Source: an optimization exercise on an open RTL-to-GDS flow (aim: small area). Production flows keep margins and buffers that such runs may drop. At most, simulation tests tie the RTL to the original design; equivalence was not proved. Function not checked in run 2: the RTL went through the layout flow alone. The flow treats the clock pin as an ideal source, which a real chip does not have. Power is estimated from default activity; no workload was simulated.

==> design/flow/design.v <==
module rm_aoi222 (
    input  logic a0, b0, a1, b1, a2, b2,
    output logic y
);
    assign y = ~((a0 & b0) | (a1 & b1) | (a2 & b2));
endmodule
module rm_nand4 (
    input  logic a, b, c, d,
    output logic y
);
    assign y = ~(a & b & c & d);
endmodule
module rm_nand3 (
    input  logic a, b, c,
    output logic y
);
    assign y = ~(a & b & c);
endmodule
module rm_nor2 (
    input  logic a, b,
    output logic y
);
    assign y = ~(a | b);
endmodule
module rm_nand2 (
    input  logic a, b,
    output logic y
);
    assign y = ~(a & b);
endmodule
module rm_and3 (
    input  logic a, b, c,
    output logic y
);
    assign y = a & b & c;
endmodule
module rm_or2 (
    input  logic a, b,
    output logic y
);
    assign y = a | b;
endmodule
module rm_rdbit #(
    parameter int N     = 49,
    parameter bit EXTRA = 1'b0
) (
    input  logic [N-1:0] sel,
    input  logic [N-1:0] d,
    input  logic         extra_n,
    output logic         y
);
    logic [15:0] n;
    logic        n16;
    logic [3:0]  h;
    logic [1:0]  g;
    for (genvar j = 0; j < 16; j++) begin : g_aoi
        rm_aoi222 u (.a0(sel[3*j]), .b0(d[3*j]), .a1(sel[3*j+1]), .b1(d[3*j+1]),
                     .a2(sel[3*j+2]), .b2(d[3*j+2]), .y(n[j]));
    end
    rm_nand2 u_last (.a(sel[48]), .b(d[48]), .y(n16));
    for (genvar j = 0; j < 4; j++) begin : g_nand
        rm_nand4 u (.a(n[4*j]), .b(n[4*j+1]), .c(n[4*j+2]), .d(n[4*j+3]), .y(h[j]));
    end
    rm_nor2  u_g0 (.a(h[0]), .b(h[1]), .y(g[0]));
    rm_nor2  u_g1 (.a(h[2]), .b(h[3]), .y(g[1]));
    if (EXTRA) begin : g_x
        rm_nand4 u_out (.a(g[0]), .b(g[1]), .c(n16), .d(extra_n), .y(y));
    end else begin : g_nx
        rm_nand3 u_out (.a(g[0]), .b(g[1]), .c(n16), .y(y));
    end
endmodule
module apb_modport #(
    parameter int ADDR_WIDTH     = 32,
    parameter int DATA_WIDTH     = 32,
    parameter int NO_OF_SLAVES   = 7,
    parameter int REGS_PER_SLAVE = 8
) (
    input  logic                    pclock,
    input  logic                    presetn,    
    input  logic [ADDR_WIDTH-1:0]   paddr,
    input  logic [DATA_WIDTH-1:0]   pwdata,
    input  logic                    pwrite,
    input  logic [NO_OF_SLAVES-1:0] psel_x,
    input  logic                    penable,
    output logic [DATA_WIDTH-1:0]   prdata,
    output logic                    pready,
    output logic                    pslverr
);
    localparam int DATA_REGS = REGS_PER_SLAVE - 1;
    localparam int IDX_W     = $clog2(REGS_PER_SLAVE);
    localparam int WIN_LSB   = IDX_W + 2;
    localparam logic [15:0] ID_TAG = 16'hA9B0;
    localparam int NW        = NO_OF_SLAVES * DATA_REGS;
    logic [DATA_WIDTH-1:0] data_q [NW];
    logic [NW-1:0]         valid_q;
    logic [NW-1:0]         valid_d;
    logic [IDX_W-1:0]      reg_idx;
    logic                  sel_any;
    logic                  sel_multi;
    logic                  access;
    logic                  addr_ok;
    logic                  xfer_err;
    logic                  wr_en;
    logic                  rd_en;
    logic [REGS_PER_SLAVE-1:0] idx_dec;
    logic [REGS_PER_SLAVE-1:0] idx_dec_n;
    logic [NO_OF_SLAVES-1:0]   wk_n;
    logic [NO_OF_SLAVES-1:0]   rk;
    logic [NW-1:0]         wsel;
    logic [NW-1:0]         rsel;
    logic [DATA_WIDTH-1:0] id_word;
    logic [DATA_WIDTH-1:0] rd_id;
    always_comb begin
        sel_multi = 1'b0;
        for (int a = 0; a < NO_OF_SLAVES; a++)
            for (int b = a + 1; b < NO_OF_SLAVES; b++)
                sel_multi = sel_multi | (psel_x[a] & psel_x[b]);
    end
    assign sel_any  = |psel_x;
    assign reg_idx  = paddr[WIN_LSB-1:2];
    assign addr_ok  = ~|paddr[1:0] & ~|paddr[ADDR_WIDTH-1:WIN_LSB];
    assign access   = sel_any & penable;
    assign xfer_err = sel_multi | ~addr_ok | (pwrite & (reg_idx == IDX_W'(DATA_REGS)));
    assign wr_en    = access & pwrite & ~sel_multi & addr_ok;
    assign rd_en    = access & ~pwrite & ~sel_multi & addr_ok & ~presetn;
    always_comb
        for (int r = 0; r < REGS_PER_SLAVE; r++) begin
            idx_dec[r]   = (reg_idx == IDX_W'(r));
            idx_dec_n[r] = ~idx_dec[r];
        end
    always_comb
        for (int k = 0; k < NO_OF_SLAVES; k++) begin
            wk_n[k] = ~(wr_en & psel_x[k]);
            rk[k]   = rd_en & psel_x[k];
        end
    for (genvar k = 0; k < NO_OF_SLAVES; k++) begin : g_bank
        for (genvar r = 0; r < DATA_REGS; r++) begin : g_word
            localparam int W = k * DATA_REGS + r;
            rm_nor2 u_ws (.a(wk_n[k]), .b(idx_dec_n[r]), .y(wsel[W]));
            rm_or2  u_vd (.a(valid_q[W]), .b(wsel[W]), .y(valid_d[W]));
            rm_and3 u_rs (.a(rk[k]), .b(idx_dec[r]), .c(valid_q[W]), .y(rsel[W]));
        end
    end
    always_comb begin
        id_word = '0;
        for (int k = 0; k < NO_OF_SLAVES; k++)
            id_word = id_word | ({DATA_WIDTH{psel_x[k]}} & DATA_WIDTH'({ID_TAG, 8'h00, 8'(k)}));
        rd_id = id_word & {DATA_WIDTH{rd_en & idx_dec[DATA_REGS]}};
    end
    for (genvar b = 0; b < DATA_WIDTH; b++) begin : g_rd
        localparam logic [DATA_WIDTH-1:0] ID_ONES = DATA_WIDTH'({ID_TAG, 16'h00FF});
        logic [NW-1:0] col;
        for (genvar w = 0; w < NW; w++) begin : g_col
            assign col[w] = data_q[w][b];
        end
        rm_rdbit #(.N(NW), .EXTRA(ID_ONES[b])) u_bit (.sel(rsel), .d(col), .extra_n(~rd_id[b]), .y(prdata[b]));
    end
    always_ff @(posedge pclock or posedge presetn) begin
        if (presetn) valid_q <= '0;
        else         valid_q <= valid_d;
    end
    always_ff @(posedge pclock) begin
        for (int w = 0; w < NW; w++)
            if (wsel[w]) data_q[w] <= pwdata;
    end
    assign pready  = access & ~presetn;
    assign pslverr = access & xfer_err & ~presetn;
endmodule
==> design/flow/flow/run.sh <==
#!/bin/bash
# Own flow: the standard ORFS layout, with smaller port buffers, a clock
# tree without dummy balancing loads, and area recovery after CTS.
set -euo pipefail
{
  echo 'export BUFFER_PORTS_ARGS = -buffer_cell sky130_fd_sc_hd__buf_1'
  echo 'export CTS_ARGS = -sink_clustering_enable -repair_clock_nets -sink_clustering_size 32 -sink_clustering_max_diameter 100 -buf_list sky130_fd_sc_hd__clkbuf_16 -dont_use_dummy_load'
  echo "export POST_CTS_TCL = $PWD/flow/post_cts.tcl"
} >> config.mk
cp config.mk config_mk.txt
bash standard.sh finish > standard.log 2>&1
==> design/flow/flow/post_cts.tcl <==
# Area recovery after clock tree synthesis: downsize gates and buffers on
# paths with spare setup slack, then fix any slew or capacitance limit the
# downsizing broke, and legalise the placement again.
estimate_parasitics -placement
repair_timing -recover_power 100 -verbose
repair_design -slew_margin 10 -cap_margin 10 -verbose
detailed_placement
check_placement -verbose
==> design/flow/standard.sh <==
#!/bin/bash
# synth_recipe.tcl (not shown) runs the flow's synth.tcl, then flattens the netlist and writes it again
# the make line also repeats each setting of config.mk as NAME=value (left out here)
make -C /OpenROAD-flow-scripts/flow DESIGN_CONFIG=/design/flow/config.mk WORK_HOME=/design/flow/orfs CLKGATE_MAP_FILE= SYNTH_SCRIPT=/design/flow/synth_recipe.tcl "${@:-finish}"
==> design/flow/config.mk <==
export PLATFORM = sky130hd
export DESIGN_NAME = apb_modport
export DESIGN_NICKNAME = apb_modport
export VERILOG_FILES = /design/flow/design.v
export SDC_FILE = /design/flow/constraint.sdc
export NUM_CORES = 4
export LEC_CHECK = 0
export CAP_MARGIN = 10
export CORE_MARGIN = 2
export CORE_UTILIZATION = 40
export CTS_BUF_LIST = sky130_fd_sc_hd__clkbuf_16
export CTS_CLUSTER_DIAMETER = 100
export CTS_CLUSTER_SIZE = 32
export PLACE_DENSITY = 0.85
export SLEW_MARGIN = 10
export SYNTH_HIERARCHICAL = 1
export SYNTH_MINIMUM_KEEP_SIZE = 0
export BUFFER_PORTS_ARGS = -buffer_cell sky130_fd_sc_hd__buf_1
export CTS_ARGS = -sink_clustering_enable -repair_clock_nets -sink_clustering_size 32 -sink_clustering_max_diameter 100 -buf_list sky130_fd_sc_hd__clkbuf_16 -dont_use_dummy_load
export POST_CTS_TCL = /design/flow/flow/post_cts.tcl
==> design/flow/constraint.sdc <==
create_clock -name core_clock -period 12.0 [get_ports {pclock}]
set_input_delay 2.4000 -clock core_clock [delete_from_list [all_inputs] [get_ports {pclock}]]
set_output_delay 2.4000 -clock core_clock [all_outputs]
set_load 0.01 [all_outputs]
==> qor.csv, run 1 <==
metric,value,unit
Final Hold Violating Endpoints,0,
RSZ-0062 raised after global routing,false,
most frequent cells in the layout,"edfxtp_1 (1568), a222oi_1 (512), nand4_1 (150), clkbuf_2 (79), buf_1 (73)",
CP Launch Type,primary input,
status,no timing/DRC/antenna violations,
Die Width,378.5,um
VDD IR-drop max,0.1178,mV
critical path class,primary input to primary output,
vias after detailed routing,32680,
initial antenna violation count,20,
slowest CP cell,clkbuf_1,
Worst Tran Pin Value,1169,ps
Clock Latency Late Sink,680,ps
Area growth syn-to-layout,12.35,%
number of I/O pins,109,
share of cells above drive strength 1,11.18,%
Die ar.,143300,um2
nets,3029,
worst clock skew,0,ps
Initial Utilization,40.25,%
Comb pwr share,1.8,%
Chip Height,378.5,um
fin crit share,90.38,%
IO buf count,108,
setup TNS,0,ps
synthesis-stage register bit count,1617,
slew margin rel.,22.10,%
placed insts,4691,
Routed WL per cell,32.43,um
PnR Total Power,8700,uW
WHS,472.6,ps
initial drt markers,8283,
required time of the worst setup path,9600,ps
"Cell Area, Synth",56100,um2
post-route ant nets,0,
FMAX,92.20,MHz
Avg Inst Size Synth,21.53,um2
drt first pass iters,12,
Clock power frac,27.2,%
Core Area,139400,um2
post-synthesis sequential area ratio,86.12,%
Crit. End Element,primary output,
DRC violations left,0,
Power per Cell Area,138.0,nW/um2
GP Congestion,0.8633,
gr usage total,21.37,%
largest net degree at the start of global routing,50,
final WL,156.9,mm
DR vias/cell,6.757,
min Tclk post-route,10850,ps
Int Pwr,7056,uW
crit-path cells,clkbuf_1 > o21ai_1 > nand4_1 > nor3_4 > and4_1 > and3_1 > clkbuf_1 > a222oi_1 > nand4_1 > nor2_1 > nand3_1 > buf_1,
sw frac,18.90,%
"Arr. time, crit path",8450,ps
Crit Path Max Fanout,19,
final setup violation count,0,
Max Cap Violations,0,
CTS tree,done,
max-slew violations,0,
Leakage,0.01934,uW
Yosys warning count,8,
Num Clock Sinks,1617,
first-pass GRT wire length,223.0,mm
clock-pin slew on the worst setup and hold paths,120,ps
grt total ovfl,0,
post-DP HPWL,85.40,mm
Cells after Synth,2605,
CP peak stage delay,930,ps
Cell variety after synth,35,
post-layout util,45.22,%
Rows,137,
worst min-delay path category,flip-flop to flip-flop,
Layout Cells excl Fill,4837,
Reg power frac,71.0,%
vias in the first global route,32060,
"most common cell after layout, fill and taps aside",edfxtp_1,
net switching power,1644,uW
cell type report:
class	count	area, um2
Fill cell	11050	76340
Sequential cell	1617	48310
Multi-Input combinational cell	983	8150
Timing Repair Buffer	288	2761
Tap cell	1876	2347
Clock buffer	56	1401
Inverter	8	30.03
Antenna cell	9	22.52
worst max-delay path, delay by kind of cell:
family	cells	cell delay [ps]
simple gates	7	3570
buf+inv	3	1310
compound gates	2	1110
modules after synthesis, one instance, submodules excluded, excerpt:
module	cell area [um2]	flops+latches
rm_nor2	3.754	0
rm_or2	6.256	0
rm_nand4	6.256	0
apb_modport	48840	1617
rm_nand3	5.005	0
rm_and3	6.256	0
rm_nand2	3.754	0
rm_aoi222	10.01	0
layer usage:
layer | GRT usage, % | routed length [um]
met3 | 7.921 | 29670
met4 | 8.697 | 6893
met2 | 32.68 | 70150
met5 | 0 | 242
met1 | 27.56 | 49900
logic make-up after synthesis:
kind of cell	synth area share, %
flops	86.12
compound gates	9.330
simple gates	4.481
buf+inv	0.06244
other cells	0.006685
sequential cells by signal, summed over array words and instances (netlist names):
signal and cells:
data_q 1568, valid_q 49
path summary, 6_finish.rpt:
path                        startpoint     endpoint  slack, ps  cells past startpoint
max                          psel_x[6]   prdata[19]       1150                     12
min                        valid_q[29]  valid_q[29]        470                      1
max reg2reg                valid_q[22]  valid_q[22]      11170                      1
min reg2reg                valid_q[29]  valid_q[29]        470                      1
max in group asynchronous      presetn  valid_q[42]       9630                      3
min in group asynchronous      presetn   valid_q[2]       1740                      2
Yosys cell counts (all sizes together):
master   count  area share, %
nand3       23           0.21
nor2       118           0.79
a311oi       1          0.016
a21oi        1         0.0089
o21ai        2          0.018
edfxtp    1568             84
or3b         3          0.047
nand4b       1          0.016
nand3b       4          0.054
or2         49           0.55
nor4         6          0.067
nor3         4          0.085
a2111oi      1          0.049
a211oi       1          0.013
buf          1         0.0089
o21a         1          0.013
nand4      150            1.7
inv          8          0.054
conb         1         0.0067
a222oi     512            9.1
dfrtp       49            2.2
and4         8           0.13
o211ai       1          0.013
nand2       35           0.24
nand2b       1          0.011
o32ai        1          0.049
and3        49           0.55
or3          5          0.076
a21boi       1          0.013
metrics by stage:
step           setup WS, ps  instance area, um2
2_1_floorplan          4937               56110
3_3_place_gp           1742               60030
3_5_place_dp           2188               60030
5_1_grt                1104               63010
6_report               1154               63020
power by group through the flow:
| stage | clock [uW] | sequential (uW) | combinational, uW |
|---|---|---|---|
| after global placement | 0 | 6310 | 112 |
| final | 2370 | 6180 | 154 |
| after detailed placement | 0 | 6310 | 120 |
| after global routing | 2500 | 6180 | 162 |
| after floorplan | 0 | 6310 | 12.0 |
==> run 2: changes to the inputs <==
--- a/design/flow/design.v
+++ b/design/flow/design.v
@@ -106,8 +106,10 @@
     logic [REGS_PER_SLAVE-1:0] idx_dec_n;
     logic [NO_OF_SLAVES-1:0]   wk_n;
     logic [NO_OF_SLAVES-1:0]   rk;
-    logic [NW-1:0]         wsel;
-    logic [NW-1:0]         rsel;
+    logic [NW-1:0]         wsel;      
+    logic [NW-1:0]         wsel_h;    
+    logic [NW-1:0]         rsel;      
+    logic [NW-1:0]         rsel_h;    
     logic [DATA_WIDTH-1:0] id_word;
     logic [DATA_WIDTH-1:0] rd_id;
     always_comb begin
@@ -136,9 +138,11 @@
     for (genvar k = 0; k < NO_OF_SLAVES; k++) begin : g_bank
         for (genvar r = 0; r < DATA_REGS; r++) begin : g_word
             localparam int W = k * DATA_REGS + r;
-            rm_nor2 u_ws (.a(wk_n[k]), .b(idx_dec_n[r]), .y(wsel[W]));
-            rm_or2  u_vd (.a(valid_q[W]), .b(wsel[W]), .y(valid_d[W]));
-            rm_and3 u_rs (.a(rk[k]), .b(idx_dec[r]), .c(valid_q[W]), .y(rsel[W]));
+            rm_nor2 u_ws  (.a(wk_n[k]), .b(idx_dec_n[r]), .y(wsel[W]));
+            rm_nor2 u_wsh (.a(wk_n[k]), .b(idx_dec_n[r]), .y(wsel_h[W]));
+            rm_or2  u_vd  (.a(valid_q[W]), .b(wsel[W]), .y(valid_d[W]));
+            rm_and3 u_rs  (.a(rk[k]), .b(idx_dec[r]), .c(valid_q[W]), .y(rsel[W]));
+            rm_and3 u_rsh (.a(rk[k]), .b(idx_dec[r]), .c(valid_q[W]), .y(rsel_h[W]));
         end
     end
     always_comb begin
@@ -150,18 +154,22 @@
     for (genvar b = 0; b < DATA_WIDTH; b++) begin : g_rd
         localparam logic [DATA_WIDTH-1:0] ID_ONES = DATA_WIDTH'({ID_TAG, 16'h00FF});
         logic [NW-1:0] col;
+        logic [NW-1:0] sel_b;
+        assign sel_b = (b < DATA_WIDTH / 2) ? rsel : rsel_h;
         for (genvar w = 0; w < NW; w++) begin : g_col
             assign col[w] = data_q[w][b];
         end
-        rm_rdbit #(.N(NW), .EXTRA(ID_ONES[b])) u_bit (.sel(rsel), .d(col), .extra_n(~rd_id[b]), .y(prdata[b]));
+        rm_rdbit #(.N(NW), .EXTRA(ID_ONES[b])) u_bit (.sel(sel_b), .d(col), .extra_n(~rd_id[b]), .y(prdata[b]));
     end
     always_ff @(posedge pclock or posedge presetn) begin
         if (presetn) valid_q <= '0;
         else         valid_q <= valid_d;
     end
     always_ff @(posedge pclock) begin
-        for (int w = 0; w < NW; w++)
-            if (wsel[w]) data_q[w] <= pwdata;
+        for (int w = 0; w < NW; w++) begin
+            if (wsel[w])   data_q[w][DATA_WIDTH/2-1:0]          <= pwdata[DATA_WIDTH/2-1:0];
+            if (wsel_h[w]) data_q[w][DATA_WIDTH-1:DATA_WIDTH/2] <= pwdata[DATA_WIDTH-1:DATA_WIDTH/2];
+        end
     end
     assign pready  = access & ~presetn;
     assign pslverr = access & xfer_err & ~presetn;
==> design/flow/flow/run.sh (replaced) <==
#!/bin/bash
# Own flow: the standard ORFS layout, with smaller port buffers and a clock
# tree without dummy balancing loads.
set -euo pipefail
{
  echo 'export BUFFER_PORTS_ARGS = -buffer_cell sky130_fd_sc_hd__buf_1'
  echo 'export CTS_ARGS = -sink_clustering_enable -repair_clock_nets -sink_clustering_size 32 -sink_clustering_max_diameter 100 -buf_list sky130_fd_sc_hd__clkbuf_16 -dont_use_dummy_load'
} >> config.mk
cp config.mk config_mk.txt
bash standard.sh finish > standard.log 2>&1
--- a/design/flow/config.mk
+++ b/design/flow/config.mk
@@ -17,4 +17,3 @@
 export SYNTH_MINIMUM_KEEP_SIZE = 0
 export BUFFER_PORTS_ARGS = -buffer_cell sky130_fd_sc_hd__buf_1
 export CTS_ARGS = -sink_clustering_enable -repair_clock_nets -sink_clustering_size 32 -sink_clustering_max_diameter 100 -buf_list sky130_fd_sc_hd__clkbuf_16 -dont_use_dummy_load
-export POST_CTS_TCL = /design/flow/flow/post_cts.tcl
removed: design/flow/flow/post_cts.tcl
==> qor.csv, run 2 <==
metric,value,unit
most frequent cells in the layout,"edfxtp_1 (1568), a222oi_1 (512), nor2_1 (167), nand4_1 (150), buf_4 (109)",
gr usage total,20.11,%
fin crit share,82.00,%
max-slew violations,0,
Power per Cell Area,141.1,nW/um2
"Arr. time, crit path",7440,ps
post-synthesis sequential area ratio,85.37,%
htree depth,2,
cts hold-fix bufs,0,
VDD IR-drop max,0.1520,mV
CP Launch Type,primary input,
initial drt markers,8971,
worst clock skew,0,ps
critical path class,primary input to primary output,
clock-pin slew on the worst setup and hold paths,120,ps
Finished Cell Area,61640,um2
net switching power,1659,uW
initial antenna violation count,11,
pre-CTS WS,2491,ps
Die Width,380.1,um
CP Launch Point,paddr[22],
share of cells above drive strength 1,7.150,%
post-DP HPWL,93.39,mm
Hold Startpoint,valid_q[13],
Comb pwr share,1.7,%
Reg2Reg Setup Slack,11060,ps
Hold Path End,valid_q[13],
nets,3056,
WHS,489.7,ps
number of I/O pins,109,
Synth Flop Type,edfxtp_1,
DR vias/cell,6.753,
Clock power frac,27.2,%
Routed WL per cell,31.03,um
FMAX,101.6,MHz
Die ar.,144500,um2
slew margin rel.,4.904,%
vias in the first global route,30550,
Yosys warning count,8,
sw frac,19.07,%
status,no timing/DRC/antenna violations,
DP Area,60230,um2
final setup violation count,0,
Core Area,141100,um2
Cells after Synth,2703,
drt first pass iters,10,
origin of the critical flop-to-flop path,valid_q[42],
setup slack after layout,2160,ps
Root Driver,clkbuf_16,
Register-to-Register Path Depth,1,
"EDFF count, synth",1568,
max reg flops,1568,
final WL,151.1,mm
leading area contributor after synthesis,edfxtp_1,
worst min-delay path category,flip-flop to flip-flop,
first-pass GRT wire length,215.5,mm
Chip Height,380.1,um
Max Cap Violations,0,
Largest Register,data_q,
RSZ-0062 raised after global routing,false,
Clock Latency Late Sink,700,ps
setup TNS,0,ps
Post-synth top cells,"edfxtp_1 (1568), a222oi_1 (512), nor2_1 (167), nand4_1 (150), and3_1 (98)",
Multi-input gate area,8268,um2
IO buf count,108,
"Cell Area, Synth",56590,um2
Final Hold Violating Endpoints,0,
Cell variety after synth,35,
RR Endpoint,valid_q[42],
GP Congestion,0.8948,
Worst Hold Depth,1,
most frequent cell after synthesis,edfxtp_1,
Area growth syn-to-layout,8.935,%
Crit. End Element,primary output,
Num Clock Sinks,1617,
Avg Inst Size Synth,20.94,um2
Synth async-reset ratio,3.030,%
TritonCTS Buffers,56,
DRC violations left,0,
Post-CTS Resized,0,
synthesis-stage register bit count,1617,
largest net degree at the start of global routing,50,
Leakage,0.01902,uW
grt total ovfl,0,
vias after detailed routing,32900,
biggest regs,"data_q: 1568 flops, valid_q: 49 flops",
Reg power frac,71.1,%
Storage cell area,48310,um2
fill count,11570,
min Tclk post-route,9840,ps
required time of the worst setup path,9600,ps
Crit Path Max Fanout,19,
Initial Utilization,40.11,%
# Post-CTS Setup Buffers,0,
area share of the leading cell type in the synthesized netlist,83.21,%
Rows,138,
CTS tree,done,
Int Pwr,7040,uW
Worst Tran Pin Value,1413,ps
CTS Buffer Depth,3,
post-route ant nets,0,
"most common cell after layout, fill and taps aside",edfxtp_1,
Area contributors post-synth,"edfxtp_1 (83%), a222oi_1 (9.1%), dfrtp_1 (2.2%)",
run 2: changes by cell type after synthesis, sizes merged:
| cell | before | now |
|---|---|---|
| nor2 | 118 | 167 |
| and3 | 49 | 98 |
run 2: final cells by class:
| type | instances | share of cell area, % |
|---|---|---|
| Tap cell | 1890 | 3.836 |
| Multi-Input combinational cell | 1081 | 13.41 |
| Clock buffer | 56 | 2.273 |
| Sequential cell | 1617 | 78.37 |
| Timing Repair Buffer | 217 | 2.050 |
| Antenna cell | 2 | 0.008119 |
| Inverter | 8 | 0.04871 |
run 2: through the flow:
step / utilization (%) / total power (uW) / cells
floorplan: - / 6324 / 2707
global placement: 42.69 / 6442 / 4813
detailed placement: 42.69 / 6451 / 4813
CTS: 43.69 / 8677 / 4869
global route: 43.69 / 8868 / 4869
finish: 43.70 / 8699 / 4871
run 2: power by group through the flow:
stage | clock [uW] | sequential, uW | combinational, uW
3_5_place_dp | 0 | 6310 | 139
5_1_grt | 2530 | 6190 | 150
4_1_cts | 2350 | 6180 | 138
3_3_place_gp | 0 | 6310 | 130
6_report | 2370 | 6180 | 147
2_1_floorplan | 0 | 6310 | 14.1
run 2: worst max path at each step:
stage / slack, ps / to
global placement: 2480 / prdata[4]
floorplan: 5050 / prdata[0]
detailed placement: 2490 / prdata[20]
finish: 2160 / prdata[20]
global route: 2210 / prdata[20]
CTS: 2480 / prdata[20]
run 2: critical path: stages:
cell and delay (ps):
buf_1 90, nor4_1 1170, nand4_1 340, nor3_4 700
and4_1 600, and3_1 830, a222oi_1 480, nand4_1 320
nor2_1 110, nand4_1 170, buf_1 190
run 2: layer usage:
layer	vias to the layer above	routed length (um)	share of wire, %	global-route usage, %
li1	12800	-	-	-
met1	16270	49340	33	27.46
met2	3434	68190	45	30.78
met3	381	28830	19	7.256
met4	12	4682	3.1	4.835
met5	-	89	0.059	0
run 2: cell families (layout without fill, tap and decap cells):
kind of cell | count (synthesis) | after routing | synth area share (%)
other | 1 | 7 | 0.006627
and+or+nand+nor | 554 | 554 | 5.309
DFF | 1617 | 1617 | 85.37
AOI/OAI and AO/OA | 522 | 522 | 9.249
buffers and inverters | 9 | 281 | 0.06190
run 2: Yosys stat by module, one instance, submodules excluded, excerpt:
module / flip-flops and latches / cells inside / times used / area [um2]
apb_modport: 1617 / 1690 / 1 / 48840
rm_aoi222: 0 / 1 / 512 / 10.01
rm_or2: 0 / 1 / 49 / 6.256
rm_nand4: 0 / 1 / 143 / 6.256
rm_nand3: 0 / 1 / 17 / 5.005
rm_nand2: 0 / 1 / 32 / 3.754

## re-timing with driven ports
Ports are ideal in the flow. The routed layouts listed here were re-timed in OpenROAD.
Step 1, drivers: a clkbuf_16 drives pclock and a buf_2 each remaining input, both assumed.
Step 2 adds t to the input delays and takes it off the output delays; t is the mean of the earliest and latest rising clock arrival at the registers after step 1. Input paths then give back, and output paths get back, about the clock's delay inside the block.
Three values: ideal, step 1, step 2; two values: the first two.
| run | t (ns) | setup slack, ns | latest minus earliest clock arrival (ns) | worst register clock-pin slew, ns | worst data-port slew with drivers (ns) |
|---|---|---|---|---|---|
| run 1 | 0.738 | 1.154 / 1.084 / 1.084 | 0.058 / 0.057 | 0.12 / 0.12 | 0.30 |
| run 2 | 0.753 | 2.160 / 2.139 / 2.139 | 0.038 / 0.038 | 0.12 / 0.12 | 0.20 |
After both steps every run listed still meets setup and hold. For run 1, which loses most, drivers alone change the setup slack by -0.070 ns; drivers and shift together by -0.070 ns.
